This is an optimization exercise on Yosys and OpenROAD, whose aim is small area, not a production implementation. The RTL was checked by simulation tests, not by an equivalence proof against the original design. Power is estimated from default activity; no workload was simulated.

==> flow/design.v <==
`timescale 1ns/100ps
module job_intake (
  input  logic        clk,
  input  logic        reset,
  input  logic        job_valid,
  output logic        job_ready,
  input  logic [31:0] a_addr,
  input  logic [31:0] b_addr,
  input  logic [31:0] c_addr,
  input  logic [8:0]  matrix_len,
  output logic        done,
  output logic [31:0] job_a_addr,
  output logic [31:0] job_b_addr,
  output logic [31:0] job_c_addr,
  output logic [5:0]  job_k,
  output logic        job_active,
  output logic        job_started,
  input  logic        job_all_done
);
  logic accept;
  logic [15:0] a_hi, b_hi, c_hi;
  logic [5:0]  a_lo;
  logic [15:0] b_lo;
  logic [4:0]  c_lo;
  assign job_ready = !job_active;
  assign accept    = job_valid && job_ready;
  always_ff @(posedge clk) begin
    if (reset) begin
      job_active <= 1'b0;
      done       <= 1'b0;
    end else if (accept) begin
      job_active <= 1'b1;
      done       <= 1'b0;
    end else if (job_active && job_all_done) begin
      job_active <= 1'b0;
      done       <= 1'b1;
    end
  end
  always_ff @(posedge clk) job_started <= !reset && job_active;
  always_ff @(posedge clk) begin
    if (!job_active) begin
      a_hi  <= a_addr[31:16];
      a_lo  <= a_addr[5:0];
      b_hi  <= b_addr[31:16];
      b_lo  <= b_addr[15:0];
      c_hi  <= c_addr[31:16];
      c_lo  <= c_addr[4:0];
      job_k <= matrix_len[8:3];
    end
  end
  assign job_a_addr = {a_hi, 10'b0, a_lo};
  assign job_b_addr = {b_hi, b_lo};
  assign job_c_addr = {c_hi, 11'b0, c_lo};
endmodule
`timescale 1ns/100ps
module a_strip_issuer (
  input  logic        clk,
  input  logic        reset,
  input  logic [31:0] job_a_addr,
  input  logic [9:0]  a_addr_mid,    
  input  logic [5:0]  job_k,
  input  logic [4:0]  job_km1,
  input  logic        job_active,
  input  logic        job_started,
  output logic [1:0]  a_valid,
  input  logic [1:0]  a_ready,
  output logic [63:0] a_strip_addr,
  output logic [31:0] a_repeats,
  output logic [8:0]  a_len
);
  logic [15:0] hi, hi1;
  logic        start;
  assign hi    = job_a_addr[31:16];
  assign hi1   = hi + 1'b1;
  assign start = job_active && !job_started;
  assign a_len = {job_k, 3'b0};
  for (genvar r = 0; r < 2; r++) begin : g_row
    logic [4:0]  k;
    logic        fin;
    logic [10:0] s;
    logic        xfer;
    logic        b5;
    assign a_valid[r]  = job_started && !fin;
    assign xfer        = a_valid[r] && a_ready[r];
    assign a_repeats[r*16+:16] = {10'b0, job_k};
    always_ff @(posedge clk) begin
      if (reset || !job_active) begin
        k   <= '0;
        fin <= 1'b0;
      end else if (xfer) begin
        k   <= k + 1'b1;
        fin <= (k == job_km1);
      end
    end
    if (r == 0) begin : g_even
      assign b5 = job_a_addr[5];
      always_ff @(posedge clk) begin
        if (!job_active)
          s <= {1'b0, a_addr_mid};
        else if (xfer)
          s <= s + 11'(job_k);
      end
    end else begin : g_odd
      assign b5 = job_a_addr[5] ^ job_k[0];
      always_ff @(posedge clk) begin
        if (!job_active)
          s <= {1'b0, a_addr_mid};
        else if (start || xfer)
          s <= s + (start ? 11'(job_k[5:1]) : 11'(job_k)) + 11'(start & job_a_addr[5] & job_k[0]);
      end
    end
    assign a_strip_addr[r*32+:32] = {s[10] ? hi1 : hi, s[9:0], b5, job_a_addr[4:0]};
  end
endmodule
`timescale 1ns/100ps
module b_strip_issuer (
  input  logic        clk,
  input  logic        reset,
  input  logic [31:0] job_b_addr,
  input  logic [5:0]  job_k,
  input  logic [4:0]  job_km1,
  input  logic        job_active,
  input  logic        job_started,
  output logic [1:0]  b_valid,
  input  logic [1:0]  b_ready,
  output logic [63:0] b_strip_addr,
  output logic [8:0]  b_len
);
  logic [15:0] hi, hi1;
  logic        start;
  assign hi    = job_b_addr[31:16];
  assign hi1   = hi + 1'b1;
  assign start = job_active && !job_started;
  assign b_len = {job_k, 3'b0};
  for (genvar c = 0; c < 2; c++) begin : g_col
    logic [4:0]  jj;
    logic [4:0]  ii;
    logic        fin;
    logic [10:0] s;
    logic        xfer;
    logic        wrap;
    logic        restart;
    logic        b5;
    assign b_valid[c] = job_started && !fin;
    assign xfer       = b_valid[c] && b_ready[c];
    assign wrap       = (jj == job_km1);
    assign restart    = start || (xfer && wrap);
    always_ff @(posedge clk) begin
      if (reset || !job_active) begin
        jj  <= '0;
        ii  <= '0;
        fin <= 1'b0;
      end else if (xfer) begin
        jj <= wrap ? '0 : jj + 1'b1;
        if (wrap) begin
          ii  <= ii + 1'b1;
          fin <= (ii == job_km1);
        end
      end
    end
    if (c == 0) begin : g_even
      assign b5 = job_b_addr[5];
      always_ff @(posedge clk) begin
        if (restart)
          s <= {1'b0, job_b_addr[15:6]};
        else if (xfer)
          s <= s + 11'(job_k);
      end
    end else begin : g_odd
      assign b5 = job_b_addr[5] ^ job_k[0];
      always_ff @(posedge clk) begin
        if (restart || xfer)
          s <= (restart ? {1'b0, job_b_addr[15:6]} : s)
             + (restart ? 11'(job_k[5:1]) : 11'(job_k))
             + 11'(restart & job_b_addr[5] & job_k[0]);
      end
    end
    assign b_strip_addr[c*32+:32] = {s[10] ? hi1 : hi, s[9:0], b5, job_b_addr[4:0]};
  end
endmodule
`timescale 1ns/100ps
module tile_writer_issuer (
  input  logic         clk,
  input  logic         reset,
  input  logic [31:0]  job_c_addr,
  input  logic [10:0]  c_addr_mid,    
  input  logic [5:0]   job_k,
  input  logic [4:0]   job_km1,
  input  logic         job_active,
  input  logic         job_started,
  output logic [3:0]   c_valid,
  input  logic [3:0]   c_ready,
  output logic [127:0] c_tile_addr
);
  logic [15:0] hi, hi1;
  logic        start;
  assign hi    = job_c_addr[31:16];
  assign hi1   = hi + 1'b1;
  assign start = job_active && !job_started;
  for (genvar p = 0; p < 4; p++) begin : g_proc
    localparam int R = p / 2;
    localparam int C = p % 2;
    logic [4:0]  jj;
    logic [4:0]  ii;
    logic        fin;
    logic [11:0] s;
    logic        xfer;
    logic        wrap;
    logic        addk;
    logic        cin;
    assign c_valid[p] = job_started && !fin;
    assign xfer       = c_valid[p] && c_ready[p];
    assign wrap       = (jj == job_km1);
    always_ff @(posedge clk) begin
      if (reset || !job_active) begin
        jj  <= '0;
        ii  <= '0;
        fin <= 1'b0;
      end else if (xfer) begin
        jj <= wrap ? '0 : jj + 1'b1;
        if (wrap) begin
          ii  <= ii + 1'b1;
          fin <= (ii == job_km1);
        end
      end
    end
    assign addk = start ? 1'(R) : wrap;
    assign cin  = start ? (1'(C) & job_c_addr[4]) : 1'b1;
    always_ff @(posedge clk) begin
      if (!job_active)
        s <= {1'b0, c_addr_mid};
      else if (start || xfer)
        s <= s + (addk ? 12'(job_k) : 12'd0) + 12'(cin);
    end
    assign c_tile_addr[p*32+:32] = {s[11] ? hi1 : hi, s[10:0], job_c_addr[4] ^ 1'(C), job_c_addr[3:0]};
  end
endmodule
`timescale 1ns/100ps
module completion_tracker (
  input  logic       clk,
  input  logic       reset,
  input  logic [4:0] job_km1,
  input  logic       job_active,
  output logic       job_all_done,
  input  logic [3:0] cpl_valid,
  output logic [3:0] cpl_ready
);
  logic [3:0] lane_done;
  for (genvar p = 0; p < 4; p++) begin : g_writer
    logic [4:0] jj;
    logic [4:0] ii;
    logic       finished;
    logic       hs;
    logic       wrap;
    logic       last;
    assign cpl_ready[p] = job_active && !finished;
    assign hs           = cpl_valid[p] && cpl_ready[p];
    assign wrap         = (jj == job_km1);
    assign last         = wrap && (ii == job_km1);
    assign lane_done[p] = finished || (hs && last);
    always_ff @(posedge clk) begin
      if (reset || !job_active) begin
        jj       <= '0;
        ii       <= '0;
        finished <= 1'b0;
      end else if (hs) begin
        jj       <= wrap ? '0 : jj + 1'b1;
        if (wrap) ii <= ii + 1'b1;
        finished <= last;
      end
    end
  end
  assign job_all_done = &lane_done;
endmodule
`timescale 1ns/100ps
module matmul_controller #(
  parameter int N    = 4,
  parameter int ROWS = 2,
  parameter int COLS = 2
) (
  input  logic                    clk,
  input  logic                    reset,
  input  logic                    job_valid,
  output logic                    job_ready,
  input  logic [31:0]             a_addr,
  input  logic [31:0]             b_addr,
  input  logic [31:0]             c_addr,
  input  logic [8:0]              matrix_len,
  output logic                    done,
  output logic [ROWS-1:0]         a_valid,
  input  logic [ROWS-1:0]         a_ready,
  output logic [ROWS*32-1:0]      a_strip_addr,
  output logic [ROWS*16-1:0]      a_repeats,
  output logic [8:0]              a_len,
  output logic [COLS-1:0]         b_valid,
  input  logic [COLS-1:0]         b_ready,
  output logic [COLS*32-1:0]      b_strip_addr,
  output logic [8:0]              b_len,
  output logic [ROWS*COLS-1:0]    c_valid,
  input  logic [ROWS*COLS-1:0]    c_ready,
  output logic [ROWS*COLS*32-1:0] c_tile_addr,
  input  logic [ROWS*COLS-1:0]    cpl_valid,
  output logic [ROWS*COLS-1:0]    cpl_ready
);
  logic [31:0] job_a_addr;
  logic [31:0] job_b_addr;
  logic [31:0] job_c_addr;
  logic [5:0]  job_k;
  logic [4:0]  job_km1;
  logic        job_active;
  logic        job_started;
  logic        job_all_done;
  assign job_km1 = 5'(job_k - 1'b1);
  job_intake u_intake (
    .clk, .reset, .job_valid, .job_ready, .a_addr, .b_addr, .c_addr, .matrix_len, .done,
    .job_a_addr, .job_b_addr, .job_c_addr, .job_k, .job_active, .job_started, .job_all_done
  );
  a_strip_issuer u_a_issuer (
    .clk, .reset, .job_a_addr, .a_addr_mid(a_addr[15:6]), .job_k, .job_km1, .job_active,
    .job_started, .a_valid, .a_ready, .a_strip_addr, .a_repeats, .a_len
  );
  b_strip_issuer u_b_issuer (
    .clk, .reset, .job_b_addr, .job_k, .job_km1, .job_active, .job_started,
    .b_valid, .b_ready, .b_strip_addr, .b_len
  );
  tile_writer_issuer u_c_issuer (
    .clk, .reset, .job_c_addr, .c_addr_mid(c_addr[15:5]), .job_k, .job_km1, .job_active,
    .job_started, .c_valid, .c_ready, .c_tile_addr
  );
  completion_tracker u_tracker (
    .clk, .reset, .job_km1, .job_active, .job_all_done, .cpl_valid, .cpl_ready
  );
endmodule
==> flow/run.sh <==
#!/bin/bash
# synth_recipe.tcl (not shown) runs the flow's synth.tcl, then flattens the netlist and writes it again
# the make line also repeats each setting of config.mk as NAME=value (left out here)
make -C /OpenROAD-flow-scripts/flow DESIGN_CONFIG=/design/flow/config.mk WORK_HOME=/design/flow/orfs CLKGATE_MAP_FILE= SYNTH_SCRIPT=/design/flow/synth_recipe.tcl finish
==> flow/config.mk <==
export PLATFORM = sky130hd
export DESIGN_NAME = matmul_controller
export DESIGN_NICKNAME = matmul_controller
export VERILOG_FILES = /design/flow/design.v
export SDC_FILE = /design/flow/constraint.sdc
export NUM_CORES = 4
export LEC_CHECK = 0
export CAP_MARGIN = 20
export CORE_MARGIN = 2
export CORE_UTILIZATION = 40
export PLACE_DENSITY = 0.6
export SLEW_MARGIN = 20
==> flow/constraint.sdc <==
create_clock -name core_clock -period 6.5 [get_ports {clk}]
set_input_delay 1.3000 -clock core_clock [delete_from_list [all_inputs] [get_ports {clk}]]
set_output_delay 1.3000 -clock core_clock [all_outputs]
set_load 0.01 [all_outputs]
==> impl_metrics.env, run 1 <==
export IMPL_status="complete, no violations"
export IMPL_reg2regPathDepth=18
export IMPL_start_util_pct=40.4
export IMPL_die_w_um=223
export IMPL_cts_max_level=2
export IMPL_peakVddDrop_uv=184
export IMPL_yosysTopAreaCell="edfxtp_1"
export IMPL_wl_per_cell_um=19.7
export IMPL_crit_type="reg2out"
export IMPL_rows=80
export IMPL_synthArstFlopShare_pct=0
export IMPL_post_route_period_util_pct=80.4
export IMPL_drt_first_pass_iters=5
export IMPL_hp_start="u_c_issuer.g_proc[2].fin"
export IMPL_synthFlopType="edfxtp_1"
export IMPL_cts_setup_buffers=0
export IMPL_required_ns=5.20
export IMPL_clock_fmax_mhz=191
export IMPL_relSlewSlack_pct=36.0
export IMPL_min_to="u_c_issuer.g_proc[2].fin"
export IMPL_clock_skew_ns=0.0211
export IMPL_maxCapViolations=0
export IMPL_synth_edf_count=166
export IMPL_hpwlAfterDp_mm=42.9
export IMPL_rsz0062_at_grt="false"
export IMPL_synth_common_cells="nand2_1, xnor2_1, buf_4, nor2_1, edfxtp_1"
export IMPL_ys_types=68
export IMPL_maxSlewViolCount=0
export IMPL_vias=14700
export IMPL_powerDensity_nw_per_um2=241
export IMPL_drc_errors=0
export IMPL_critPathArrivalTime_ns=3.93
export IMPL_cpMaxStageDelayCell="clkdlybuf4s50_1"
export IMPL_hold_path_class="reg2reg"
export IMPL_hold_buffers=0
export IMPL_die_h_um=223
export IMPL_total_power_mw=5.77
export IMPL_ys_ff_latch=298
export IMPL_path_clk_slew_ns=0.05
export IMPL_post_synth_top_count_cell="nand2_1"
export IMPL_critical_path_max_fanout=6
export IMPL_leakagePower_nw=8.95
export IMPL_place_area_um2=22700
export IMPL_synth_area_um2=19200
export IMPL_first_iter_violations=761
export IMPL_clock_sinks=298
export IMPL_path_cells="ha_1 > and3_1 > and3_1 > inv_1 > nor3_1 > and3_1 > nand2_1 > xnor2_1 > clkdlybuf4s50_1"
export IMPL_reg2reg_to="u_b_issuer.g_col[1].s[10]"
export IMPL_antenna_left=0
export IMPL_finalHoldViolCount=0
export IMPL_antenna_found_initial=5
export IMPL_grt_max_degree=83
export IMPL_drive_gt1_share_pct=4.81
export IMPL_coreArea_um2=47500
export IMPL_viasPerCell=5.08
export IMPL_synth_seq_area_share_pct=39.7
export IMPL_crit_path_max_incr_delay_ns=0.64
export IMPL_finalSetupViolCount=0
export IMPL_crit_path_frequent_cell="and3_1"
export IMPL_synthCells=2026
export IMPL_n_fill_cell=4403
export IMPL_grtUsageTotal_pct=22.5
export IMPL_clock_latency_ns=0.56
export IMPL_reg2reg_from="u_intake.job_k[1]"
export IMPL_post_cts_resize_count=0
export IMPL_reg2reg_setup_slack_ns=1.36
export IMPL_grt_first_pass_wirelength_mm=85.9
export IMPL_min_path_cells=2
export IMPL_num_io_pins=440
export IMPL_cts_buffer_depth=3
export IMPL_routed_wirelength_mm=57.1
export IMPL_min_period_ns=5.23
export IMPL_critical_path_top_delay_family="simple AND/OR/NAND/NOR gates"
export IMPL_synth_area_top_cells="edfxtp_1, dfxtp_1, xnor2_1"
export IMPL_cp_end_kind="output port"
export IMPL_overflow=0
export IMPL_cp_buffers_inverters=2
export IMPL_dieArea_um2=49800
export IMPL_synth_top_area_share_pct=25.9
export IMPL_syn2layout_area_growth_pct=24.4
export IMPL_numPortBuffers=410
export IMPL_worst_pin_slew_ns=0.961
export IMPL_final_setup_tns_ns=0
export IMPL_cts_buffers=37
export IMPL_yosysWarnings=5
export IMPL_cts_root_buf="clkbuf_16"
export IMPL_start_kind="flip-flop"
export IMPL_cts_tree="built"
export IMPL_grt_pass1_vias=14200
export IMPL_nets=2458
export IMPL_gp_congestion=0.850
export IMPL_post_synth_cell_area_avg_um2=9.49
export IMPL_post_route_cell_area_um2=23900
## state kept, by name, summed over array words and instances, names as in the netlist, 5 cells and up
name	cells
u_tracker.g_writer.ii	20
u_a_issuer.g_row.s	22
u_c_issuer.g_proc.s	48
u_b_issuer.g_col.jj	10
u_b_issuer.g_col.s	22
u_intake.a_hi	16
u_a_issuer.g_row.k	10
u_intake.c_hi	16
u_c_issuer.g_proc.jj	20
u_intake.c_lo	5
u_tracker.g_writer.jj	20
u_intake.b_hi	16
u_c_issuer.g_proc.ii	20
u_intake.b_lo	16
u_b_issuer.g_col.ii	10
u_intake.a_lo	6
u_intake.job_k	6
## logic make-up (layout without fill, tap and decap cells)
kind of cell	count (synthesis)	after routing	share of synthesized area [%]
AO/OA/AOI/OAI	237	237	8.24
XOR/XNOR	359	359	17.1
adder cells (fa/ha/maj)	82	82	5.89
buffers and inverters	322	556	9.82
flip-flops	298	298	39.7
multiplexers	38	38	2.09
other	1	28	0.0195
AND/OR/NAND/NOR	689	689	17.1
## per-stage QoR
stage,cells,hold WS [ns],setup slack [ns],utilization (%)
final,2902,0.470,1.27,50.3
after global routing,2901,0.509,0.929,50.3
after CTS,2900,0.475,1.15,50.3
after detailed placement,2832,0.459,0.995,47.7
after global placement,2832,0.447,1.05,47.7
after floorplan,2051,0.437,1.05,-
## power breakdown
| group | switching [mW] | internal, mW | total, mW | leakage [nW] |
|---|---|---|---|---|
| logic | 0.669 | 0.669 | 1.34 | 5.60 |
| registers | 0.153 | 2.16 | 2.31 | 2.75 |
| clock network | 0.833 | 1.29 | 2.13 | 0.602 |
## how the worst max path moves through the flow
stage,from,to,depth (start not counted)
2_1_floorplan,u_intake.job_k[0],u_b_issuer.g_col[1].s[10],24
3_3_place_gp,b_ready[1],u_b_issuer.g_col[1].s[10],16
3_5_place_dp,b_ready[1],u_b_issuer.g_col[1].s[10],16
4_1_cts,u_intake.c_hi[0],c_tile_addr[94],9
5_1_grt,u_intake.c_hi[0],c_tile_addr[94],9
6_report,u_intake.c_hi[0],c_tile_addr[94],9
## layout make-up
| class | count | area, µm² | area share [%] |
|---|---|---|---|
| multi-input cells | 1431 | 9810 | 41.0 |
| diodes | 2 | 5.00 | 0.0209 |
| repair buffers | 427 | 4230 | 17.7 |
| inverters | 61 | 231 | 0.968 |
| clock buffers | 60 | 1110 | 4.66 |
| flip-flops and latches | 298 | 7630 | 31.9 |
| well taps | 615 | 769 | 3.22 |
| clock inverters | 8 | 118 | 0.492 |
## per-layer routing
layer  GRT usage, %  share of wire [%]  vias to the layer above
met1           26.1                 40                     6980
met4           9.94                4.3                        6
met5              0              0.075                        -
met2           39.3                 49                      448
met3           5.48                6.8                      112
li1               -                  -                     7182
## worst min-delay path: cells and delay by family, from the launching register on
family / cells / cell delay (ns)
DFF: 1 / 0.32
and+or+nand+nor: 2 / 0.12
## cell usage in the layout (no fill, tap or decap), types with 31 or more instances in the layout
| cell | instances |
|---|---|
| clkdlybuf4s50_1 | 410 |
| nand2_1 | 236 |
| xnor2_1 | 216 |
| nor2_1 | 171 |
| edfxtp_1 | 166 |
| xor2_1 | 132 |
| dfxtp_1 | 131 |
| o21ai_0 | 70 |
| ha_1 | 68 |
| a21oi_1 | 65 |
| inv_1 | 58 |
| nand4_1 | 56 |
| nor2b_1 | 40 |
| clkbuf_16 | 39 |
| nand3_1 | 37 |
| and3_1 | 36 |
| nor3_1 | 32 |
| a21o_1 | 31 |
==> run 2, diff against run 1 <==
==> flow/flow/run.sh (new file) <==
#!/bin/bash
# Standard layout, with the smallest buffer on the ports, small clock buffers and no dummy clock loads
set -euo pipefail
bash standard.sh "BUFFER_PORTS_ARGS=-buffer_cell sky130_fd_sc_hd__buf_1" \
  "CTS_ARGS=-sink_clustering_enable -repair_clock_nets -dont_use_dummy_load -buf_list sky130_fd_sc_hd__clkbuf_4" \
  finish > standard_flow.log 2>&1
==> flow/standard.sh (new file) <==
#!/bin/bash
# synth_recipe.tcl (not shown) runs the flow's synth.tcl, then flattens the netlist and writes it again
# the make line also repeats each setting of config.mk as NAME=value (left out here)
make -C /OpenROAD-flow-scripts/flow DESIGN_CONFIG=/design/flow/config.mk WORK_HOME=/design/flow/orfs CLKGATE_MAP_FILE= SYNTH_SCRIPT=/design/flow/synth_recipe.tcl "${@:-finish}"
removed: flow/run.sh
==> impl_metrics.env, run 2 <==
export IMPL_relSlewSlack_pct=37.6
export IMPL_first_iter_violations=860
export IMPL_num_io_pins=440
export IMPL_viasPerCell=5.12
export IMPL_n_fill_cell=4717
export IMPL_required_ns=5.20
export IMPL_clock_latency_ns=0.83
export IMPL_overflow=0
export IMPL_cts_buffers=85
export IMPL_reg2reg_setup_slack_ns=1.25
export IMPL_reg2reg_from="u_intake.job_k[1]"
export IMPL_post_cts_resize_count=0
export IMPL_synth_area_top_cells="edfxtp_1, dfxtp_1, xnor2_1"
export IMPL_post_synth_top_count_cell="nand2_1"
export IMPL_final_common_cell="buf_1"
export IMPL_vias=15000
export IMPL_hold_path_class="reg2reg"
export IMPL_cp_buffers_inverters=2
export IMPL_peakVddDrop_uv=86.7
export IMPL_rows=80
export IMPL_grt_pass1_vias=14400
export IMPL_whs_ns=0.471
export IMPL_final_setup_tns_ns=0
export IMPL_nets=2507
export IMPL_leakagePower_nw=7.63
export IMPL_synth_top_area_share_pct=25.9
export IMPL_post_synth_cell_area_avg_um2=9.49
export IMPL_hp_start="u_b_issuer.g_col[0].fin"
export IMPL_crit_type="reg2out"
export IMPL_finalSetupViolCount=0
export IMPL_synth_seq_area_share_pct=39.7
export IMPL_synth_common_cells="nand2_1, xnor2_1, buf_4, nor2_1, edfxtp_1"
export IMPL_die_w_um=223
export IMPL_cts_setup_buffers=0
export IMPL_cpMaxStageDelayCell="edfxtp_1"
export IMPL_largest_reg_flops=48
export IMPL_maxSlewViolCount=0
export IMPL_finalHoldViolCount=0
export IMPL_top_regs="u_c_issuer.g_proc.s x48, u_a_issuer.g_row.s x22, u_b_issuer.g_col.s x22"
export IMPL_yosysWarnings=5
export IMPL_hold_buffers=0
export IMPL_cts_root_buf="clkbuf_4"
export IMPL_crit_end="c_tile_addr[94]"
export IMPL_gp_congestion=0.860
export IMPL_grt_max_degree=83
export IMPL_layout_common_cells="buf_1, nand2_1, xnor2_1, nor2_1, edfxtp_1"
export IMPL_antenna_found_initial=9
export IMPL_routed_wirelength_mm=54.9
export IMPL_synth_edf_count=166
export IMPL_synthFlopType="edfxtp_1"
export IMPL_cts_buffer_depth=3
export IMPL_critical_path_top_delay_family="simple AND/OR/NAND/NOR gates"
export IMPL_path_clk_slew_ns=0.06
export IMPL_drt_first_pass_iters=5
export IMPL_grtUsageTotal_pct=21.5
export IMPL_hpwlAfterDp_mm=41.1
export IMPL_ys_ff_latch=298
export IMPL_crit_path_frequent_cell="and3_1"
export IMPL_path_cells="ha_1 > and3_1 > and3_1 > inv_1 > nor3_1 > and3_1 > nand2_1 > xnor2_1 > buf_1"
export IMPL_maxCapViolations=0
export IMPL_clock_skew_ns=0.0762
export IMPL_antenna_left=0
export IMPL_drive_gt1_share_pct=6.21
export IMPL_wl_per_cell_um=18.8
export IMPL_post_route_period_util_pct=84.7
export IMPL_synthCells=2026
export IMPL_total_power_mw=4.70
export IMPL_drc_errors=0
export IMPL_min_period_ns=5.50
export IMPL_synthArstFlopShare_pct=0
export IMPL_top_register="u_c_issuer.g_proc.s"
export IMPL_crit_path_start="u_intake.c_hi[0]"
export IMPL_powerDensity_nw_per_um2=227
export IMPL_critPathArrivalTime_ns=4.20
export IMPL_worst_pin_slew_ns=0.934
export IMPL_fin_util_pct=43.7
export IMPL_yosysTopAreaCell="edfxtp_1"
export IMPL_die_h_um=223
export IMPL_synth_area_um2=19200
export IMPL_critical_path_max_fanout=6
export IMPL_ys_types=68
export IMPL_cts_max_level=3
export IMPL_reg2regPathDepth=18
export IMPL_start_util_pct=40.4
export IMPL_grt_first_pass_wirelength_mm=82.5
export IMPL_clock_fmax_mhz=182
export IMPL_coreArea_um2=47500
export IMPL_dieArea_um2=49800
export IMPL_start_kind="flip-flop"
export IMPL_status="complete, no violations"
export IMPL_worst_path_stages=9
export IMPL_crit_path_max_incr_delay_ns=0.68
export IMPL_cts_tree="built"
export IMPL_rsz0062_at_grt="false"
export IMPL_cp_end_kind="output port"
export IMPL_numPortBuffers=410
export IMPL_reg2reg_to="u_b_issuer.g_col[1].s[10]"
export IMPL_clock_sinks=298
export IMPL_syn2layout_area_growth_pct=8.02
## run 2: worst reg2reg max path, delay by kind of cell, from the launching register on
family          cells  cell delay [ns]
flops               1             0.38
fa+ha+maj           3             0.86
compound gates      5             1.00
simple gates        4             1.48
xor+xnor            2             0.34
mux                 1             0.32
buf+inv             3             0.58
## run 2: routing by layer
layer | share of wire (%) | track usage [%]
met3 | 6.9 | 6.12
met1 | 40 | 24.9
met4 | 3.6 | 9.61
met5 | 0.073 | 0
met2 | 49 | 37.0
## run 2: power by group
| group | switching [mW] | total (mW) | leakage [nW] | internal [mW] |
|---|---|---|---|---|
| Clock | 0.741 | 1.33 | 0.391 | 0.590 |
| Combinational | 0.650 | 1.06 | 4.48 | 0.412 |
| Sequential | 0.154 | 2.31 | 2.75 | 2.16 |
## run 2: cells by family after synthesis
| kind of cell | synth area share [%] |
|---|---|
| adder cells (fa/ha/maj) | 5.89 |
| multiplexers | 2.09 |
| buffers and inverters | 9.82 |
| flip-flops | 39.7 |
| XOR/XNOR | 17.1 |
| AND/OR/NAND/NOR | 17.1 |
| other | 0.0195 |
| AO/OA/AOI/OAI | 8.24 |
## run 2: final cells by class
| cell class | count | area [µm²] | area share, % |
|---|---|---|---|
| Tap cell | 615 | 769 | 3.71 |
| Clock buffer | 85 | 638 | 3.07 |
| Multi-Input combinational cell | 1431 | 9800 | 47.2 |
| Timing Repair Buffer | 428 | 1670 | 8.06 |
| Sequential cell | 298 | 7630 | 36.7 |
| Inverter | 61 | 231 | 1.11 |
| Antenna cell | 7 | 17.5 | 0.0844 |
## run 2: worst min-delay path by stage
stage / endpoint / slack [ns] / cells past startpoint
detailed placement: u_b_issuer.g_col[0].fin / 0.46 / 2
CTS: u_c_issuer.g_proc[1].jj[4] / 0.48 / 2
floorplan: u_a_issuer.g_row[0].fin / 0.44 / 2
global placement: u_b_issuer.g_col[0].fin / 0.45 / 2
finish: u_b_issuer.g_col[0].fin / 0.47 / 2
global route: u_c_issuer.g_proc[1].jj[4] / 0.49 / 2
## run 2: metrics by stage
step	cells	instance area, µm²	setup slack [ns]
2_1_floorplan	2051	19300	1.05
3_3_place_gp	2833	20100	1.41
3_5_place_dp	2833	20100	1.32
4_1_cts	2918	20700	0.902
5_1_grt	2924	20800	0.690
6_report	2925	20800	0.998
==> run 3, diff against run 2 <==
==> flow/flow/run.sh (replaced) <==
#!/bin/bash
# Standard layout, with the smallest buffer on the ports and no dummy clock loads
set -euo pipefail
bash standard.sh "BUFFER_PORTS_ARGS=-buffer_cell sky130_fd_sc_hd__buf_1" \
  "CTS_ARGS=-sink_clustering_enable -repair_clock_nets -dont_use_dummy_load" \
  finish > standard_flow.log 2>&1
==> impl_metrics.env, run 3 <==
export IMPL_layout_common_cells="buf_1, nand2_1, xnor2_1, nor2_1, edfxtp_1"
export IMPL_worst_path_stages=18
export IMPL_path_cells="inv_1 > ha_1 > buf_4 > nor3b_2 > xnor2_1 > and3_1 > nor2_2 > mux2i_1 > fa_1 > inv_1 > fa_1 > a21o_1 > a21oi_1 > o21ai_0 > a21oi_1 > nor3_1 > xor2_1 > o2bb2ai_1"
export IMPL_peakVddDrop_uv=151
export IMPL_coreArea_um2=47500
export IMPL_wl_per_cell_um=19.1
export IMPL_critical_path_top_delay_family="simple AND/OR/NAND/NOR gates"
export IMPL_leakagePower_nw=7.69
export IMPL_die_w_um=223
export IMPL_post_route_period_util_pct=80.5
export IMPL_cp_buffers_inverters=3
export IMPL_vias=14800
export IMPL_top_regs="u_c_issuer.g_proc.s x48, u_a_issuer.g_row.s x22, u_b_issuer.g_col.s x22"
export IMPL_status="complete, no violations"
export IMPL_reg2reg_setup_slack_ns=1.27
export IMPL_drive_gt1_share_pct=4.21
export IMPL_synth_edf_count=166
export IMPL_final_common_cell="buf_1"
export IMPL_synth_top_family_by_area="XOR/XNOR gates"
export IMPL_min_period_ns=5.23
export IMPL_final_setup_tns_ns=0
export IMPL_synth_xor_area_share_pct=17.1
export IMPL_syn2layout_area_growth_pct=9.45
export IMPL_crit_path_start="u_intake.job_k[1]"
export IMPL_crit_path_max_incr_delay_ns=0.68
export IMPL_n_fill_cell=4656
export IMPL_synthArstFlopShare_pct=0
export IMPL_antenna_found_initial=7
export IMPL_cp_end_kind="flip-flop"
export IMPL_num_io_pins=440
export IMPL_antenna_left=0
export IMPL_cts_setup_buffers=0
export IMPL_start_kind="flip-flop"
export IMPL_clock_skew_ns=0.0312
export IMPL_synth_top_area_share_pct=25.9
export IMPL_synth_compound_area_share_pct=8.24
export IMPL_start_util_pct=40.4
export IMPL_dp_cells=2833
export IMPL_cts_root_buf="clkbuf_16"
export IMPL_reg2reg_from="u_intake.job_k[1]"
export IMPL_ys_ff_latch=298
export IMPL_dieArea_um2=49800
export IMPL_yosysTopAreaCell="edfxtp_1"
export IMPL_relSlewSlack_pct=37.5
export IMPL_yosysWarnings=5
export IMPL_final_seq_area_um2=7630
export IMPL_maxSlewViolCount=0
export IMPL_first_iter_violations=846
export IMPL_synth_fa_ha_area_share_pct=5.89
export IMPL_hold_buffers=0
export IMPL_clock_latency_ns=0.55
export IMPL_cts_buffer_depth=3
export IMPL_viasPerCell=5.14
export IMPL_cts_tree="built"
export IMPL_clock_sinks=298
export IMPL_powerDensity_nw_per_um2=244
export IMPL_worst_pin_slew_ns=0.936
export IMPL_yosys_area_share_simple_pct=17.1
export IMPL_synthFlopType="edfxtp_1"
export IMPL_fin_util_pct=44.2
export IMPL_synth_area_um2=19200
export IMPL_gp_congestion=0.860
export IMPL_synth_common_cells="nand2_1, xnor2_1, buf_4, nor2_1, edfxtp_1"
export IMPL_layout_cells_non_filler=2872
export IMPL_required_ns=6.79
export IMPL_top_register="u_c_issuer.g_proc.s"
export IMPL_post_synth_cell_area_avg_um2=9.49
export IMPL_synth_seq_area_share_pct=39.7
export IMPL_grt_first_pass_wirelength_mm=82.0
export IMPL_critical_path_max_fanout=18
export IMPL_synthCells=2026
export IMPL_largest_reg_flops=48
export IMPL_finalHoldViolCount=0
export IMPL_muxShareOfSynthArea_pct=2.09
export IMPL_cts_max_level=2
export IMPL_numPortBuffers=410
export IMPL_cts_buffers=37
export IMPL_crit_end="u_b_issuer.g_col[1].s[10]"
export IMPL_post_synth_top_count_cell="nand2_1"
export IMPL_crit_type="reg2reg"
export IMPL_reg2reg_to="u_b_issuer.g_col[1].s[10]"
export IMPL_grtUsageTotal_pct=21.3
export IMPL_rsz0062_at_grt="false"
export IMPL_routed_wirelength_mm=54.7
export IMPL_hold_path_class="reg2reg"
export IMPL_grt_pass1_vias=14000
export IMPL_drc_errors=0
export IMPL_post_cts_resize_count=0
export IMPL_reg2regPathDepth=18
export IMPL_overflow=0
export IMPL_finalSetupViolCount=0
export IMPL_grt_max_degree=83
export IMPL_critPathArrivalTime_ns=5.52
export IMPL_synth_area_top_cells="edfxtp_1, dfxtp_1, xnor2_1"
export IMPL_ys_types=68
export IMPL_drt_first_pass_iters=7
export IMPL_hpwlAfterDp_mm=41.1
export IMPL_clock_fmax_mhz=191
export IMPL_rows=80
export IMPL_cpMaxStageDelayCell="nor2_2"
export IMPL_nets=2459
export IMPL_die_h_um=223
export IMPL_hp_start="u_b_issuer.g_col[0].fin"
export IMPL_multi_input_area_um2=9800
export IMPL_maxCapViolations=0
export IMPL_path_clk_slew_ns=0.06
[run 3: cell counts after synthesis]
Identical to the previous run, type by type.
[run 3: metal layers]
metal / track usage [%] / wire, µm
met2: 37.2 / 27000
met3: 5.18 / 3520
met4: 7.90 / 1900
met1: 25.4 / 22200
met5: 0 / 45
[run 3: area by class of cell]
class	instances	share of cell area [%]
tap	615	3.66
clock buffer	37	4.40
inverter	61	1.10
multi-input combinational	1431	46.6
timing repair buffer	428	7.96
sequential	298	36.3
antenna	2	0.0238
[run 3: how the worst min path moves through the flow]
stage | depth (start not counted) | endpoint | slack (ns)
final | 2 | u_b_issuer.g_col[0].fin | 0.47
after global routing | 2 | u_c_issuer.g_proc[1].jj[4] | 0.49
after CTS | 2 | u_b_issuer.g_col[0].fin | 0.48
after detailed placement | 2 | u_b_issuer.g_col[0].fin | 0.46
after global placement | 2 | u_b_issuer.g_col[0].fin | 0.45
after floorplan | 2 | u_a_issuer.g_row[0].fin | 0.44
[run 3: kinds of logic after synthesis]
group | count (synthesis)
compound gates | 237
fa+ha+maj | 82
flops | 298
buf+inv | 322
mux | 38
xor+xnor | 359
simple gates | 689
other cells | 1
[run 3: through the flow]
stage	cell area [µm²]	hold WS (ns)	power (mW)	worst slack, ns
finish	21000	0.469	5.14	1.27
floorplan	19300	0.437	3.18	1.05
global route	21000	0.486	5.38	0.878
CTS	21000	0.476	5.20	1.20
detailed placement	20100	0.464	3.41	1.32
global placement	20100	0.448	3.39	1.41
[run 3: where the power goes]
part | leakage [nW] | internal, mW | switching (mW)
registers | 2.75 | 2.16 | 0.154
clock network | 0.456 | 0.997 | 0.763
logic | 4.48 | 0.412 | 0.651
total | 7.69 | 3.57 | 1.57
[run 3: worst reg2reg max path: cells and delay by family (launching register included)]
kind | cells | cell delay [ns]
simple gates | 4 | 1.49
compound gates | 5 | 0.99
fa+ha+maj | 3 | 0.85
buf+inv | 3 | 0.59
flops | 1 | 0.38
xor+xnor | 2 | 0.34
mux | 1 | 0.32
==> run 4, diff against run 3 <==
--- a/flow/design.v
+++ b/flow/design.v
@@ -72,5 +72,8 @@
   logic        start;
   assign hi    = job_a_addr[31:16];
-  assign hi1   = hi + 1'b1;
+  assign hi1[0] = 1'b1;
+  for (genvar i = 1; i < 16; i++) begin : g_flip
+    assign hi1[i] = &hi[i-1:0];
+  end
   assign start = job_active && !job_started;
   assign a_len = {job_k, 3'b0};
@@ -85,5 +88,5 @@
     assign a_repeats[r*16+:16] = {10'b0, job_k};
     always_ff @(posedge clk) begin
-      if (reset || !job_active) begin
+      if (!job_active) begin
         k   <= '0;
         fin <= 1'b0;
@@ -110,5 +113,5 @@
       end
     end
-    assign a_strip_addr[r*32+:32] = {s[10] ? hi1 : hi, s[9:0], b5, job_a_addr[4:0]};
+    assign a_strip_addr[r*32+:32] = {hi ^ (hi1 & {16{s[10]}}), s[9:0], b5, job_a_addr[4:0]};
   end
 endmodule
@@ -130,5 +133,8 @@
   logic        start;
   assign hi    = job_b_addr[31:16];
-  assign hi1   = hi + 1'b1;
+  assign hi1[0] = 1'b1;
+  for (genvar i = 1; i < 16; i++) begin : g_flip
+    assign hi1[i] = &hi[i-1:0];
+  end
   assign start = job_active && !job_started;
   assign b_len = {job_k, 3'b0};
@@ -147,5 +153,5 @@
     assign restart    = start || (xfer && wrap);
     always_ff @(posedge clk) begin
-      if (reset || !job_active) begin
+      if (!job_active) begin
         jj  <= '0;
         ii  <= '0;
@@ -176,5 +182,5 @@
       end
     end
-    assign b_strip_addr[c*32+:32] = {s[10] ? hi1 : hi, s[9:0], b5, job_b_addr[4:0]};
+    assign b_strip_addr[c*32+:32] = {hi ^ (hi1 & {16{s[10]}}), s[9:0], b5, job_b_addr[4:0]};
   end
 endmodule
@@ -196,5 +202,8 @@
   logic        start;
   assign hi    = job_c_addr[31:16];
-  assign hi1   = hi + 1'b1;
+  assign hi1[0] = 1'b1;
+  for (genvar i = 1; i < 16; i++) begin : g_flip
+    assign hi1[i] = &hi[i-1:0];
+  end
   assign start = job_active && !job_started;
   for (genvar p = 0; p < 4; p++) begin : g_proc
@@ -213,5 +222,5 @@
     assign wrap       = (jj == job_km1);
     always_ff @(posedge clk) begin
-      if (reset || !job_active) begin
+      if (!job_active) begin
         jj  <= '0;
         ii  <= '0;
@@ -233,5 +242,5 @@
         s <= s + (addk ? 12'(job_k) : 12'd0) + 12'(cin);
     end
-    assign c_tile_addr[p*32+:32] = {s[11] ? hi1 : hi, s[10:0], job_c_addr[4] ^ 1'(C), job_c_addr[3:0]};
+    assign c_tile_addr[p*32+:32] = {hi ^ (hi1 & {16{s[11]}}), s[10:0], job_c_addr[4] ^ 1'(C), job_c_addr[3:0]};
   end
 endmodule
@@ -260,5 +269,5 @@
     assign lane_done[p] = finished || (hs && last);
     always_ff @(posedge clk) begin
-      if (reset || !job_active) begin
+      if (!job_active) begin
         jj       <= '0;
         ii       <= '0;
==> flow/flow/run.sh (replaced) <==
#!/bin/bash
# Standard layout, with the smallest buffer on the ports, chosen clock buffers and clusters, no dummy clock loads
set -euo pipefail
bash standard.sh "BUFFER_PORTS_ARGS=-buffer_cell sky130_fd_sc_hd__buf_1" \
  "CTS_ARGS=-sink_clustering_enable -repair_clock_nets -dont_use_dummy_load -buf_list sky130_fd_sc_hd__clkbuf_8 -sink_clustering_size 15 -sink_clustering_max_diameter 50" \
  finish > standard_flow.log 2>&1
--- a/flow/config.mk
+++ b/flow/config.mk
@@ -8,5 +8,5 @@
 export CAP_MARGIN = 20
 export CORE_MARGIN = 2
-export CORE_UTILIZATION = 40
-export PLACE_DENSITY = 0.6
+export CORE_UTILIZATION = 60
+export PLACE_DENSITY = 0.7
 export SLEW_MARGIN = 20
==> impl_metrics.env, run 4 <==
export IMPL_ys_ff_latch=298
export IMPL_place_area_um2=19400
export IMPL_reg2regPathDepth=16
export IMPL_cts_setup_buffers=0
export IMPL_grt_max_degree=70
export IMPL_reg2reg_to="u_c_issuer.g_proc[2].s[9]"
export IMPL_hpwlAfterDp_mm=39.7
export IMPL_top_register="u_c_issuer.g_proc.s"
export IMPL_clock_skew_ns=0.0476
export IMPL_die_h_um=181
export IMPL_rows=64
export IMPL_cts_buffer_depth=3
export IMPL_antenna_found_initial=0
export IMPL_cts_tree="built"
export IMPL_cts_max_level=2
export IMPL_clock_sinks=298
export IMPL_routed_wirelength_mm=52.1
export IMPL_largest_reg_flops=48
export IMPL_vias=14600
export IMPL_crit_type="reg2reg"
export IMPL_leakagePower_nw=7.66
export IMPL_yosysWarnings=5
export IMPL_post_synth_top_count_cell="nor2_1"
export IMPL_layout_cells_non_filler=2613
export IMPL_synthFlopType="edfxtp_1"
export IMPL_cts_buffers=37
export IMPL_post_route_period_util_pct=81.8
export IMPL_clock_fmax_mhz=188
export IMPL_final_seq_area_um2=7630
export IMPL_reg2reg_setup_slack_ns=1.18
export IMPL_synth_area_um2=18800
export IMPL_drc_errors=0
export IMPL_peakVddDrop_uv=147
export IMPL_maxCapViolations=0
export IMPL_rsz0062_at_grt="false"
export IMPL_overflow=0
export IMPL_path_clk_slew_ns=0.08
export IMPL_drive_gt1_share_pct=3.38
export IMPL_multi_input_area_um2=9430
export IMPL_cts_root_buf="clkbuf_8"
export IMPL_synth_area_top_cells="edfxtp_1, dfxtp_1, xor2_1"
export IMPL_numPortBuffers=410
export IMPL_n_fill_cell=2653
export IMPL_finalSetupViolCount=0
export IMPL_post_route_cell_area_um2=19900
export IMPL_layout_common_cells="buf_1, nor2_1, xor2_1, nand2_1, xnor2_1"
export IMPL_grt_pass1_vias=13900
export IMPL_gp_congestion=0.972
export IMPL_grtUsageTotal_pct=31.1
export IMPL_dp_cells=2576
export IMPL_viasPerCell=5.58
export IMPL_final_setup_tns_ns=0
export IMPL_crit_path_start="u_intake.job_k[1]"
export IMPL_first_iter_violations=1040
export IMPL_final_common_cell="buf_1"
export IMPL_synthArstFlopShare_pct=0
export IMPL_synth_common_cells="nor2_1, xor2_1, nand2_1, xnor2_1, buf_4"
export IMPL_cp_end_kind="flip-flop"
export IMPL_die_w_um=181
export IMPL_min_period_ns=5.32
export IMPL_critical_path_max_fanout=12
export IMPL_drt_first_pass_iters=5
export IMPL_nets=2426
export IMPL_diodes=0
export IMPL_syn2layout_area_growth_pct=5.98
export IMPL_hold_buffers=0
export IMPL_reg2reg_from="u_intake.job_k[1]"
export IMPL_start_kind="flip-flop"
export IMPL_whs_ns=0.472
export IMPL_num_io_pins=440
export IMPL_critPathArrivalTime_ns=5.56
export IMPL_worst_pin_slew_ns=0.959
export IMPL_yosysTopAreaCell="edfxtp_1"
export IMPL_ys_types=63
export IMPL_clock_latency_ns=0.55
export IMPL_synth_seq_area_share_pct=40.5
export IMPL_status="complete, no violations"
export IMPL_synth_top_area_share_pct=26.5
export IMPL_crit_end="u_c_issuer.g_proc[2].s[9]"
export IMPL_start_util_pct=61.2
export IMPL_wl_per_cell_um=19.9
export IMPL_relSlewSlack_pct=35.8
export IMPL_post_synth_cell_area_avg_um2=9.46
export IMPL_required_ns=6.74
export IMPL_coreArea_um2=30700
export IMPL_post_cts_resize_count=0
export IMPL_synthCells=1989
export IMPL_grt_first_pass_wirelength_mm=78.8
export IMPL_powerDensity_nw_per_um2=228
export IMPL_maxSlewViolCount=0
export IMPL_hold_path_class="reg2reg"
export IMPL_top_regs="u_c_issuer.g_proc.s x48, u_a_issuer.g_row.s x22, u_b_issuer.g_col.s x22"
export IMPL_finalHoldViolCount=0
export IMPL_antenna_left=0
export IMPL_synth_edf_count=166
export IMPL_dieArea_um2=32800
==> run 4: changes by cell type in the layout (fill, tap and decap cells not counted), moves of 11 or more <==
cell       delta
xor2_1       +68
nand2_1      -51
clkbuf_16    -37
clkbuf_8     +37
xnor2_1      -37
nor2_1       +32
nand3_1      +24
nor3_1       -18
mux2_2       -15
a21o_1       +11
==> run 4: worst max-delay path: stages (launching register included) <==
cell	delay, ns
edfxtp_1	0.39
inv_1	0.25
ha_1	0.55
xor2_1	0.78
xnor2_1	0.20
nand3_1	0.10
nor3_1	0.54
o21ai_0	0.20
fa_1	0.46
nor2b_1	0.12
o21ai_0	0.12
a21boi_0	0.31
o21ai_0	0.16
a21boi_0	0.42
o21ai_0	0.18
xor2_1	0.16
a21oi_1	0.08
==> run 4: worst min-delay path by stage <==
stage                     slack (ns)                     start                  endpoint  cells after the start
final                           0.47             u_intake.done             u_intake.done                      1
after global routing            0.49             u_intake.done             u_intake.done                      1
after CTS                       0.48  u_c_issuer.g_proc[1].fin  u_c_issuer.g_proc[1].fin                      2
after detailed placement        0.46             u_intake.done             u_intake.done                      1
after global placement          0.45             u_intake.done             u_intake.done                      1
after floorplan                 0.44   u_a_issuer.g_row[0].fin   u_a_issuer.g_row[0].fin                      2
==> run 4: routing by layer <==
metal  routed length [µm]  GRT usage (%)  up-vias
met5                    0              0        -
met4                 2910           16.1        0
li1                     -              -     6950
met3                 3660           5.68      121
met2                24500           52.2      540
met1                21100           38.5     6957
==> run 4: cells by family (layout without fill, tap and decap cells) <==
| kind of cell | after synthesis | in the layout | synth area share, % |
|---|---|---|---|
| other cells | 1 | 26 | 0.0199 |
| buf+inv | 312 | 515 | 9.92 |
| flops | 298 | 298 | 40.5 |
| fa+ha+maj | 87 | 87 | 6.35 |
| simple gates | 649 | 649 | 16.1 |
| xor+xnor | 383 | 383 | 17.9 |
| mux | 22 | 22 | 1.24 |
| compound gates | 237 | 237 | 7.86 |
==> run 4: final cells by class <==
type / instances / area share [%]
clock buffers: 37 / 2.55
inverters: 49 / 0.948
multi-input cells: 1404 / 47.3
flip-flops and latches: 298 / 38.3
well taps: 396 / 2.49
repair buffers: 429 / 8.43
==> run 4: report_power, final <==
part	total (mW)	internal (mW)	switching, mW
Sequential	2.31	2.16	0.152
Combinational	1.09	0.411	0.682
Clock	1.15	0.507	0.642
==> run 4: per-stage QoR <==
| step | worst slack (ns) | total power, mW | utilization, % |
|---|---|---|---|
| 6_report | 1.18 | 4.55 | 64.8 |
| 5_1_grt | 0.841 | 4.76 | 64.8 |
| 4_1_cts | 1.29 | 4.57 | 64.8 |
| 3_5_place_dp | 1.32 | 3.43 | 63.2 |
| 3_3_place_gp | 1.46 | 3.40 | 63.2 |
| 2_1_floorplan | 1.20 | 3.19 | - |
==> run 5, diff against run 4 <==
==> flow/flow/run.sh (replaced) <==
#!/bin/bash
# Standard layout, with the smallest buffer on the ports, chosen clock buffers and clusters, no dummy clock loads
set -euo pipefail
bash standard.sh "BUFFER_PORTS_ARGS=-buffer_cell sky130_fd_sc_hd__buf_1" \
  "CTS_ARGS=-sink_clustering_enable -repair_clock_nets -dont_use_dummy_load -buf_list sky130_fd_sc_hd__clkbuf_16 -sink_clustering_size 24 -sink_clustering_max_diameter 60" \
  finish > standard_flow.log 2>&1
==> impl_metrics.env, run 5 <==
export IMPL_critPathArrivalTime_ns=5.57
export IMPL_grt_max_degree=70
export IMPL_worst_pin_slew_ns=0.970
export IMPL_post_cts_resize_count=0
export IMPL_maxCapViolations=0
export IMPL_internal_power_mw=3.32
export IMPL_relSlewSlack_pct=35.0
export IMPL_grt_first_pass_wirelength_mm=78.7
export IMPL_hpwlAfterDp_mm=39.7
export IMPL_rsz0062_at_grt="false"
export IMPL_yosysWarnings=5
export IMPL_crit_path_max_incr_delay_ns=0.78
export IMPL_cts_buffers=28
export IMPL_clock_skew_ns=0.0287
export IMPL_first_iter_violations=1037
export IMPL_min_period_ns=5.31
export IMPL_drive_gt1_share_pct=2.99
export IMPL_post_synth_cell_area_avg_um2=9.46
export IMPL_vias=14600
export IMPL_nets=2417
export IMPL_crit_type="reg2reg"
export IMPL_layout_common_cells="buf_1, nor2_1, xor2_1, nand2_1, xnor2_1"
export IMPL_top_register="u_c_issuer.g_proc.s"
export IMPL_antenna_left=0
export IMPL_synth_area_um2=18800
export IMPL_dieArea_um2=32800
export IMPL_routed_wirelength_mm=52.0
export IMPL_grt_pass1_vias=13800
export IMPL_leakagePower_nw=7.73
export IMPL_synth_common_cells="nor2_1, xor2_1, nand2_1, xnor2_1, buf_4"
export IMPL_drt_first_pass_iters=6
export IMPL_whs_ns=0.468
export IMPL_start_util_pct=61.2
export IMPL_cts_root_buf="clkbuf_16"
export IMPL_num_io_pins=440
export IMPL_use_met2_pct=52.0
export IMPL_synthCells=1989
export IMPL_post_route_period_util_pct=81.7
export IMPL_critical_path_max_fanout=12
export IMPL_post_synth_top_count_cell="nor2_1"
export IMPL_required_ns=6.76
export IMPL_cp_end_kind="flip-flop"
export IMPL_clock_latency_ns=0.56
export IMPL_hold_path_class="reg2reg"
export IMPL_cts_buffer_depth=3
export IMPL_crit_path_frequent_cell="o21ai_0"
export IMPL_final_setup_tns_ns=0
export IMPL_p_clk_share_pct=29.5
export IMPL_yosysTopAreaCell="edfxtp_1"
export IMPL_wl_per_cell_um=20.0
export IMPL_numPortBuffers=410
export IMPL_start_kind="flip-flop"
export IMPL_grtUsageTotal_pct=31.0
export IMPL_synth_compound_area_share_pct=7.86
export IMPL_gp_congestion=0.972
export IMPL_pwr_share_seq_pct=47.9
export IMPL_cts_max_level=1
export IMPL_overflow=0
export IMPL_synth_xor_area_share_pct=17.9
export IMPL_cpMaxStageDelayCell="xor2_1"
export IMPL_synth_top_area_share_pct=26.5
export IMPL_status="complete, no violations"
export IMPL_yosys_area_share_simple_pct=16.1
export IMPL_power_switching_mw=1.51
export IMPL_peakVddDrop_uv=191
export IMPL_top_usage_layer="met2"
export IMPL_cts_tree="built"
export IMPL_antenna_found_initial=1
export IMPL_path_cells="inv_1 > ha_1 > xor2_1 > xnor2_1 > nand3_1 > nor3_1 > o21ai_0 > fa_1 > nor2b_1 > o21ai_0 > a21boi_0 > o21ai_0 > a21boi_0 > o21ai_0 > xor2_1 > a21oi_1"
export IMPL_syn2layout_area_growth_pct=7.01
export IMPL_path_clk_slew_ns=0.06
export IMPL_coreArea_um2=30700
export IMPL_drc_errors=0
export IMPL_maxSlewViolCount=0
export IMPL_p_sw_share_pct=31.2
export IMPL_synth_seq_area_share_pct=40.5
export IMPL_synthArstFlopShare_pct=0
export IMPL_finalSetupViolCount=0
export IMPL_share_comb_of_total_power_pct=22.6
export IMPL_viasPerCell=5.59
export IMPL_synth_edf_count=166
export IMPL_rows=64
export IMPL_die_w_um=181
export IMPL_clock_fmax_mhz=188
export IMPL_ys_types=63
export IMPL_cts_setup_buffers=0
export IMPL_synth_fa_ha_area_share_pct=6.35
export IMPL_synthFlopType="edfxtp_1"
export IMPL_met3_usage_pct=4.92
export IMPL_top_regs="u_c_issuer.g_proc.s x48, u_a_issuer.g_row.s x22, u_b_issuer.g_col.s x22"
export IMPL_synth_area_top_cells="edfxtp_1, dfxtp_1, xor2_1"
export IMPL_synth_top_family_by_area="XOR/XNOR gates"
export IMPL_muxShareOfSynthArea_pct=1.24
export IMPL_use_met1_pct=38.8
export IMPL_powerDensity_nw_per_um2=240
export IMPL_largest_reg_flops=48
export IMPL_die_h_um=181
export IMPL_finalHoldViolCount=0
export IMPL_ys_ff_latch=298
export IMPL_clock_sinks=298
export IMPL_hold_buffers=0
export IMPL_final_common_cell="buf_1"
-- run 5: area by class of cell --
type                    count  area (µm²)
flip-flops and latches    298        7630
clock buffers              28         701
multi-input cells        1404        9430
diodes                      1        2.50
inverters                  49         189
well taps                 396         495
fillers                  2617       10600
repair buffers            429        1680
-- run 5: critical path, delay by kind of cell (launching register included) --
family          cells  cell delay (ns)
flops               1             0.38
compound gates      7             1.47
xor+xnor            3             1.14
simple gates        3             0.75
fa+ha+maj           2             1.02
buf+inv             1             0.24
-- run 5: path summary, 6_finish.rpt --
| check | depth (start not counted) | slack (ns) | startpoint | to |
|---|---|---|---|---|
| worst max-delay path | 16 | 1.19 | u_intake.job_k[1] | u_c_issuer.g_proc[2].s[7] |
| worst min-delay path | 1 | 0.47 | u_intake.done | u_intake.done |
| worst max register to register | 16 | 1.19 | u_intake.job_k[1] | u_c_issuer.g_proc[2].s[7] |
| worst min register to register | 1 | 0.47 | u_intake.done | u_intake.done |
-- run 5: cells by family (layout without fill, tap and decap cells) --
family,after synthesis,after routing
AO/OA/AOI/OAI,237,237
adder cells (fa/ha/maj),87,87
flip-flops,298,298
AND/OR/NAND/NOR,649,649
other,1,27
multiplexers,22,22
XOR/XNOR,383,383
buffers and inverters,312,506
-- run 5: power groups by stage --
stage	Sequential, mW	Clock, mW	Combinational (mW)
final	2.31	1.42	1.09
after global routing	2.33	1.50	1.20
after CTS	2.31	1.44	1.09
after detailed placement	2.35	0	1.08
after global placement	2.34	0	1.06
after floorplan	2.28	0	0.906
-- run 5: stage by stage --
step	power (mW)	instances	setup slack (ns)	instance area, µm²	utilization, %
after floorplan	3.19	2014	1.20	18900	-
after global placement	3.40	2576	1.46	19400	63.2
after detailed placement	3.43	2576	1.32	19400	63.2
after CTS	4.84	2604	1.30	20100	65.5
after global routing	5.03	2605	0.873	20100	65.5
final	4.83	2605	1.19	20100	65.5
-- run 5: metal layers --
metal	part of all wire, %	vias to the layer above
met5	0	-
met4	5.9	0
met3	6.7	126
met2	47	543
met1	41	6943
li1	-	6940
==> run 6, diff against run 5 <==
==> flow/flow/run.sh (replaced) <==
#!/bin/bash
# Standard synthesis, then its combinational logic remapped for area (registers kept as
# they are), then the standard layout with the smallest buffer on the ports and a
# clock tree of small buffers in large clusters, without dummy clock loads.
set -euo pipefail
W=$(pwd)
F=$W/flow
R=$W/orfs/results/$FLOW_PLATFORM/matmul_controller/base
LIB=$FLOW_HOME/platforms/$FLOW_PLATFORM/lib/sky130_fd_sc_hd__tt_025C_1v80.lib

bash standard.sh synth > $W/standard_synth.log 2>&1

cp $R/1_2_yosys.v $W/standard_1_2_yosys.v
KEEP=$(grep -oE "sky130_fd_sc_hd__[a-z0-9_]+" $W/standard_1_2_yosys.v | sort -u \
  | grep -E "__(s?e?df|dl|sdl|conb)" | tr '\n' ' ')
RESYN_LIB=$LIB RESYN_NET=$W/standard_1_2_yosys.v RESYN_KEEP="$KEEP" \
  RESYN_DONT_USE="$(cat $F/dont_use.txt)" RESYN_SCRIPT=$F/area.abc RESYN_OUT=$W/resyn.v \
  yosys -c $F/resyn.tcl > $W/resyn_yosys.log 2>&1
cp $W/resyn.v $R/1_2_yosys.v
rm -f $R/1_synth.odb $R/1_synth.sdc

bash standard.sh "BUFFER_PORTS_ARGS=-buffer_cell sky130_fd_sc_hd__buf_1" \
  "CTS_ARGS=-sink_clustering_enable -repair_clock_nets -dont_use_dummy_load -buf_list sky130_fd_sc_hd__clkbuf_8 -sink_clustering_size 15 -sink_clustering_max_diameter 50" \
  finish > $W/standard_flow.log 2>&1
==> flow/flow/area.abc (new file) <==
strash
dc2
dch -f
amap
topo
==> flow/flow/dont_use.txt (new file) <==
sky130_fd_sc_hd__lpflow_bleeder_1 sky130_fd_sc_hd__lpflow_clkbufkapwr_1 sky130_fd_sc_hd__lpflow_clkbufkapwr_16 sky130_fd_sc_hd__lpflow_clkbufkapwr_2 sky130_fd_sc_hd__lpflow_clkbufkapwr_4 sky130_fd_sc_hd__lpflow_clkbufkapwr_8 sky130_fd_sc_hd__lpflow_clkinvkapwr_1 sky130_fd_sc_hd__lpflow_clkinvkapwr_16 sky130_fd_sc_hd__lpflow_clkinvkapwr_2 sky130_fd_sc_hd__lpflow_clkinvkapwr_4 sky130_fd_sc_hd__lpflow_clkinvkapwr_8 sky130_fd_sc_hd__lpflow_decapkapwr_12 sky130_fd_sc_hd__lpflow_decapkapwr_3 sky130_fd_sc_hd__lpflow_decapkapwr_4 sky130_fd_sc_hd__lpflow_decapkapwr_6 sky130_fd_sc_hd__lpflow_decapkapwr_8 sky130_fd_sc_hd__lpflow_inputiso0n_1 sky130_fd_sc_hd__lpflow_inputiso0p_1 sky130_fd_sc_hd__lpflow_inputiso1n_1 sky130_fd_sc_hd__lpflow_inputiso1p_1 sky130_fd_sc_hd__lpflow_inputisolatch_1 sky130_fd_sc_hd__lpflow_isobufsrc_1 sky130_fd_sc_hd__lpflow_isobufsrc_16 sky130_fd_sc_hd__lpflow_isobufsrc_2 sky130_fd_sc_hd__lpflow_isobufsrc_4 sky130_fd_sc_hd__lpflow_isobufsrc_8 sky130_fd_sc_hd__lpflow_isobufsrckapwr_16 sky130_fd_sc_hd__lpflow_lsbuf_lh_hl_isowell_tap_1 sky130_fd_sc_hd__lpflow_lsbuf_lh_hl_isowell_tap_2 sky130_fd_sc_hd__lpflow_lsbuf_lh_hl_isowell_tap_4 sky130_fd_sc_hd__lpflow_lsbuf_lh_isowell_4 sky130_fd_sc_hd__lpflow_lsbuf_lh_isowell_tap_1 sky130_fd_sc_hd__lpflow_lsbuf_lh_isowell_tap_2 sky130_fd_sc_hd__lpflow_lsbuf_lh_isowell_tap_4 sky130_fd_sc_hd__probe_p_8 sky130_fd_sc_hd__probec_p_8 
==> flow/flow/resyn.tcl (new file) <==
# Remap the combinational logic of the standard synthesis for area; registers, their
# names and their cell types are kept as the standard synthesis made them.
yosys -import
set lib $::env(RESYN_LIB)
set net $::env(RESYN_NET)
read_liberty -ignore_miss_func $lib
read_verilog -defer $net
hierarchy -top $::env(FLOW_TOP)
setattr -mod -set keep_hierarchy 1 {*}$::env(RESYN_KEEP)
flatten
opt -purge
set du {}
foreach c $::env(RESYN_DONT_USE) { lappend du -dont_use $c }
abc -script $::env(RESYN_SCRIPT) -liberty $lib {*}$du -D [expr {int($::env(FLOW_PERIOD_NS) * 1000)}]
opt_clean -purge
hilomap -singleton -hicell sky130_fd_sc_hd__conb_1 HI -locell sky130_fd_sc_hd__conb_1 LO
select $::env(FLOW_TOP)
write_verilog -noattr -nohex -nodec -selected $::env(RESYN_OUT)
==> impl_metrics.env, run 6 <==
export IMPL_hold_buffers=0
export IMPL_drive_gt1_share_pct=3.09
export IMPL_coreArea_um2=25300
export IMPL_top_regs="u_c_issuer.g_proc.s x48, u_a_issuer.g_row.s x22, u_b_issuer.g_col.s x22"
export IMPL_drt_first_pass_iters=8
export IMPL_critical_path_max_fanout=16
export IMPL_yosysWarnings=5
export IMPL_clock_skew_ns=0.0749
export IMPL_top_register="u_c_issuer.g_proc.s"
export IMPL_reg2regPathDepth=28
export IMPL_worst_pin_slew_ns=0.916
export IMPL_cp_buffers_inverters=6
export IMPL_worst_path_stages=28
export IMPL_min_path_cells=1
export IMPL_required_ns=6.85
export IMPL_final_seq_area_um2=7630
export IMPL_place_area_um2=17800
export IMPL_critical_path_top_delay_family="simple AND/OR/NAND/NOR gates"
export IMPL_drc_errors=0
export IMPL_antenna_left=0
export IMPL_clock_latency_ns=0.63
export IMPL_start_kind="flip-flop"
export IMPL_powerDensity_nw_per_um2=228
export IMPL_nets=2483
export IMPL_cp_end_kind="flip-flop"
export IMPL_final_setup_tns_ns=0
export IMPL_leakagePower_nw=6.01
export IMPL_min_period_ns=5.88
export IMPL_start_util_pct=61.3
export IMPL_diodes=0
export IMPL_path_clk_slew_ns=0.09
export IMPL_num_io_pins=440
export IMPL_layout_common_cells="buf_1, nor2_1, clkinv_1, nand2_1, edfxtp_1"
export IMPL_cts_buffer_depth=3
export IMPL_layout_cells_non_filler=2691
export IMPL_whs_ns=0.468
export IMPL_gp_congestion=0.919
export IMPL_clock_fmax_mhz=170
export IMPL_hold_path_class="reg2reg"
export IMPL_relSlewSlack_pct=39.0
export IMPL_maxSlewViolCount=0
export IMPL_antenna_found_initial=0
export IMPL_die_w_um=165
export IMPL_dieArea_um2=27200
export IMPL_cts_tree="built"
export IMPL_finalSetupViolCount=0
export IMPL_numPortBuffers=410
export IMPL_finalHoldViolCount=0
export IMPL_syn2layout_area_growth_pct=17.7
export IMPL_place_ws_ns=0.733
export IMPL_dp_cells=2660
export IMPL_crit_path_max_incr_delay_ns=0.45
export IMPL_clock_sinks=298
export IMPL_routed_wirelength_mm=46.1
export IMPL_grt_max_degree=78
export IMPL_peakVddDrop_uv=173
export IMPL_post_cts_resize_count=0
export IMPL_post_synth_cell_area_avg_um2=8.34
export IMPL_crit_path_frequent_cell="nor2_1"
export IMPL_multi_input_area_um2=7130
export IMPL_grt_pass1_vias=14200
export IMPL_die_h_um=165
export IMPL_grt_first_pass_wirelength_mm=70.4
export IMPL_hpwlAfterDp_mm=34.1
export IMPL_cts_max_level=1
export IMPL_cpMaxStageDelayCell="nor2_1"
export IMPL_vias=15700
export IMPL_maxCapViolations=0
export IMPL_viasPerCell=5.85
export IMPL_synth_area_um2=15500
export IMPL_crit_type="reg2reg"
export IMPL_first_iter_violations=1422
export IMPL_synthCells=1861
export IMPL_rows=58
export IMPL_fin_util_pct=72.2
export IMPL_setup_ws_ns=0.621
export IMPL_cts_setup_buffers=0
export IMPL_post_route_period_util_pct=90.5
export IMPL_wl_per_cell_um=17.1
export IMPL_status="complete, no violations"
export IMPL_cts_root_buf="clkbuf_8"
export IMPL_final_common_cell="buf_1"
export IMPL_largest_reg_flops=48
export IMPL_rsz0062_at_grt="false"
export IMPL_total_power_mw=4.16
export IMPL_n_fill_cell=2097
export IMPL_post_route_cell_area_um2=18300
export IMPL_cts_buffers=31
export IMPL_overflow=0
export IMPL_critPathArrivalTime_ns=6.23
export IMPL_grtUsageTotal_pct=32.5
==> run 6: cell count changes in the layout (fill, tap and decap cells not counted), sizes merged, moves of 73 or more <==
cell | before | now
clkinv | 0 | 234
xnor2 | 183 | 0
a21oi | 70 | 143
xor2 | 200 | 2
nor2 | 207 | 387
ha | 73 | 0
==> run 6: final cells by class <==
| class | count | area share, % |
|---|---|---|
| Inverter | 234 | 4.85 |
| Tap cell | 330 | 2.26 |
| Sequential cell | 298 | 41.8 |
| Multi-Input combinational cell | 1354 | 39.0 |
| Clock buffer | 31 | 2.33 |
| Timing Repair Buffer | 444 | 9.82 |
==> run 6: power breakdown <==
| group | switching [mW] | total, mW | internal (mW) |
|---|---|---|---|
| clock network | 0.614 | 1.03 | 0.421 |
| logic | 0.587 | 0.889 | 0.302 |
| registers | 0.101 | 2.24 | 2.13 |
| total | 1.30 | 4.16 | 2.86 |
==> run 6: path summary, 6_finish.rpt <==
path                              startpoint                    endpoint  slack (ns)
setup / recovery           u_intake.job_k[0]  u_c_issuer.g_proc[2].s[10]        0.62
setup reg to reg           u_intake.job_k[0]  u_c_issuer.g_proc[2].s[10]        0.62
hold reg to reg   u_c_issuer.g_proc[0].s[11]  u_c_issuer.g_proc[0].s[11]        0.47
hold / removal    u_c_issuer.g_proc[0].s[11]  u_c_issuer.g_proc[0].s[11]        0.47
==> run 6: routing by layer <==
| layer | global-route usage, % | share of wire, % |
|---|---|---|
| met1 | 44.1 | 42 |
| met2 | 52.9 | 46 |
| met3 | 5.95 | 9.4 |
| met4 | 10.8 | 2.9 |
| met5 | 0 | 0 |

[what the ideal ports hide]
No port has a modelled driver above. Below, the same layouts with a new extraction and two added sets of constraints.
Step 1 sets driving cells, clkbuf_16 on the clock port and buf_2 on the other inputs (assumed; they add their load-dependent delay and slew).
Step 2 also shifts input and output timing later by t, the mid clock arrival at the registers, as if the neighbouring blocks saw the same clock.
Three values: ideal, step 1, step 2; two values: the first two.
run	t, ns	setup slack, ns	worst hold slack (ns)	latest minus earliest clock arrival (ns)
run 1	0.601	1.271 / 1.215 / 0.993	0.470 / 0.470 / 0.470	0.021 / 0.021
run 2	0.838	0.998 / 0.945 / 1.247	0.471 / 0.471 / 0.471	0.096 / 0.096
run 3	0.593	1.270 / 1.241 / 1.270	0.469 / 0.469 / 0.469	0.033 / 0.033
run 4	0.574	1.181 / 1.181 / 1.181	0.472 / 0.472 / 0.472	0.055 / 0.055
run 5	0.600	1.187 / 1.187 / 1.187	0.468 / 0.468 / 0.468	0.033 / 0.032
run 6	0.635	0.621 / 0.621 / 0.621	0.468 / 0.468 / 0.468	0.075 / 0.075
After both steps setup and hold are still met in every run listed. The setup slack of run 1, which loses most, moves by -0.056 ns with the drivers and by -0.278 ns with both steps.
